Source: an optimization exercise on an open RTL-to-GDS flow (aim: small area and a short achievable clock period). Production flows keep margins and buffers that such runs may drop. The RTL was checked by simulation tests, not by an equivalence proof against the original design. Power and IR drop assume default switching activity.

## main
==> flow/design.v (excerpt) <==
module scoreboard_ctrl (
    input  logic                      clk,
    input  logic                      rst,
    input  sb_pkg::inst_t             inst,
    input  logic                      inst_valid,
    input  logic [sb_pkg::num_fu-1:0] fu_done,
    output logic                      issue_ack,
    output logic [sb_pkg::num_fu-1:0] ro_en,
    output sb_pkg::fu_op_t            ro_op,
    output sb_pkg::reg_idx_t          rs1_ctrl,
    output sb_pkg::reg_idx_t          rs2_ctrl,
    output logic                      reg_write,
    output sb_pkg::fu_id_t            wb_fu,
    output sb_pkg::reg_idx_t          rd_ctrl
);
Size: ~6700 um2 of cells after synthesis.
clock: 4.5 ns
lec_check: 0
cap_margin: 20
core_margin: 2
core_utilization: 70
setup_slack_margin: 1.5
slew_margin: 20
standard.sh (not shown) runs the stock make flow with config.mk's settings and CLKGATE_MAP_FILE= SYNTH_SCRIPT=/design/flow/synth_recipe.tcl, a recipe that flattens the netlist after the stock synthesis.
==> flow/flow/run.sh <==
#!/bin/bash
# Standard ORFS layout with two changes: the port buffers are plain buffers
# instead of the delay cells buffer_ports picks on its own, and the clock tree
# uses smaller clock buffers and no dummy balancing loads.
set -euo pipefail
export BUFFER_PORTS_ARGS="-buffer_cell sky130_fd_sc_hd__buf_2"
export CTS_ARGS="-sink_clustering_enable -repair_clock_nets -dont_use_dummy_load -buf_list sky130_fd_sc_hd__clkbuf_8 -sink_clustering_size 30"
bash standard.sh > make.log 2>&1
Inputs modified between main and the feature branch:
--- a/flow/design.v
+++ b/flow/design.v
@@ -141,50 +141,49 @@
     logic [4:1] rs1_hit, rs2_hit, rd_hit;    
     logic [4:1] rd_s1, rd_s2;                
     always_comb begin
         for (int v = 1; v <= 4; v++) begin
             rs1_hit[v] = rs1_nz && (rs1 == dst[v]);
             rs2_hit[v] = rs2_nz && (rs2 == dst[v]);
             rd_hit[v]  = rd_nz  && (rd  == dst[v]);
             rd_s1[v]   = rd_nz  && (rd  == src1[v]);
             rd_s2[v]   = rd_nz  && (rd  == src2[v]);
         end
     end
-    logic [4:1][4:1] eq1, eq2;
+    logic [4:1] rog;
+    logic [4:1][4:1] war;
     always_ff @(posedge clk) begin
-        for (int u = 1; u <= 4; u++)
-            for (int v = 1; v <= 4; v++)
+        for (int v = 1; v <= 4; v++)
+            for (int u = 1; u <= 4; u++)
                 if (u != v) begin
-                    if (!busy[u]) begin
-                        eq1[u][v] <= has_s1[u] && rs1_hit[v];
-                        eq2[u][v] <= has_s2[u] && rs2_hit[v];
-                    end else if (!busy[v]) begin
-                        eq1[u][v] <= has_d[v] && rd_s1[u];
-                        eq2[u][v] <= has_d[v] && rd_s2[u];
-                    end
+                    if (!busy[v])
+                        war[v][u] <= has_d[v] && !rog[u] &&
+                                     ((rdy1[u] && rd_s1[u]) || (rdy2[u] && rd_s2[u]));
+                    else
+                        war[v][u] <= war[v][u] && !rog[u];
                 end
     end
-    logic [4:1] ro_req, rog, wbg, done_n, rdy1_n, rdy2_n, war_n, wb_req_n, wbg_n;
+    logic [4:1] ro_req, wbg, done_n, rdy1_n, rdy2_n, war_n, wb_req_n, wbg_n;
     logic [4:0] rd_n;
     assign ro_req = rdy1 & rdy2;
     assign rog = {ro_req[4] & ~|ro_req[3:1], ro_req[3] & ~|ro_req[2:1], ro_req[2] & ~ro_req[1], ro_req[1]};
     always_comb begin
         for (int u = 1; u <= 4; u++) begin
             done_n[u] = busy[u] && !wbg[u] && (done[u] || fu_done[u-1]);
             rdy1_n[u] = busy[u] && !rog[u] && !wbg[u] && (rdy1[u] || wake1[u]);
             rdy2_n[u] = busy[u] && !rog[u] && !wbg[u] && (rdy2[u] || wake2[u]);
         end
         for (int v = 1; v <= 4; v++) begin
             war_n[v] = 1'b0;
             for (int u = 1; u <= 4; u++)
-                if (u != v && ((rdy1_n[u] && eq1[u][v]) || (rdy2_n[u] && eq2[u][v])))
+                if (u != v && war[v][u] && !rog[u])
                     war_n[v] = 1'b1;
         end
     end
     assign wb_req_n = done_n & ~war_n;
     assign wbg_n = {wb_req_n[4] & ~|wb_req_n[3:1], wb_req_n[3] & ~|wb_req_n[2:1],
                     wb_req_n[2] & ~wb_req_n[1], wb_req_n[1]};
     assign rd_n  = ({5{wbg_n[1]}} & dst[1]) | ({5{wbg_n[2]}} & dst[2]) |
                    ({5{wbg_n[3]}} & dst[3]) | ({5{wbg_n[4]}} & dst[4]);
     logic [4:0] rd_q;
     always_ff @(posedge clk or posedge rst) begin
         if (rst) wbg <= '0;
@@ -196,31 +195,24 @@
     assign waw   = |(busy & rd_hit);
     assign pend1 = |(busy & ~wbg & rs1_hit);
     assign pend2 = |(busy & ~wbg & rs2_hit);
     assign dec_valid = |val;
     always_comb begin
         for (int u = 1; u <= 4; u++)
             issue[u] = inst_valid && val[u] && !busy[u] && !(has_d[u] && waw);
     end
     assign issue_en = (inst_valid && !dec_valid) || (|issue);
     always_comb begin
         for (int u = 1; u <= 4; u++) begin
-            wake1[u] = 1'b0;
-            wake2[u] = 1'b0;
-            for (int v = 1; v <= 4; v++)
-                if (v != u) begin
-                    if (wbg[v] && eq1[u][v]) wake1[u] = 1'b1;
-                    if (wbg[v] && eq2[u][v]) wake2[u] = 1'b1;
-                end
-            wake1[u] = wake1[u] && pre[u];
-            wake2[u] = wake2[u] && pre[u];
+            wake1[u] = pre[u] && (|wbg) && (rd_q == src1[u]);
+            wake2[u] = pre[u] && (|wbg) && (rd_q == src2[u]);
         end
     end
     always_ff @(posedge clk or posedge rst) begin
         if (rst) begin
             busy      <= '0;
             pre       <= '0;
             rdy1      <= '0;
             rdy2      <= '0;
             done      <= '0;
             issue_ack <= 1'b0;
         end else begin
### Flow results
On post-layout minimum cycle time: between main and the feature branch, it ends up lower for main. Re first-iteration DRC count: main and the feature branch aren't equal, and the higher value belongs to the feature branch. The feature branch reports its most frequent standard cell in the layout excluding fill and tap cells as sky130_fd_sc_hd__xor2_1 while main reports sky130_fd_sc_hd__edfxtp_1. Summary of the feature branch over main: part of the total power dissipated in combinational logic rose 5.8 points, switching power of the nets went up about 30%. Number of global-route vias before repair for the feature branch: about 7% up relative to main. The feature branch — net count of the finished layout 6 lower, main as reference. Final cell area: the feature branch below main. Compared with main, the feature branch shows power higher by 10%. The feature branch -> main: count of buffers from port buffering delta 0, exact match. Compared with main, the feature branch shows total wirelength of the detailed-routed design higher by about 10%.

==> port drivers added, routing unchanged <==
In the flow no input, the clock included, has a driving cell. The finished layouts below were timed again as built, in two steps. Step 1 (the two cells are an assumption about what drives the block):
set clk [get_ports {clk}]
set_driving_cell -lib_cell sky130_fd_sc_hd__clkbuf_16 $clk
set_driving_cell -lib_cell sky130_fd_sc_hd__buf_2 [delete_from_list [all_inputs] $clk]
Step 2 times the ports against the registers' clock, not the clock port: input delays grow and output delays shrink by t, the midpoint of the rising clock arrivals with the driver on. Slacks: no drivers / after step 1 / after step 2; pairs: no drivers / after step 1.
run	t, ns	slack for setup (ns)	hold WS [ns]	cell pins on the clock port's net
main	0.469	1.684 / 1.648 / 1.389	0.506 / 0.506 / 0.506	1
the feature branch	0.445	1.595 / 1.558 / 1.383	0.477 / 0.477 / 0.477	1
After both steps setup and hold are still met in every run listed. The setup slack of main, which loses most, moves by -0.036 ns with the drivers and by -0.295 ns with both steps.
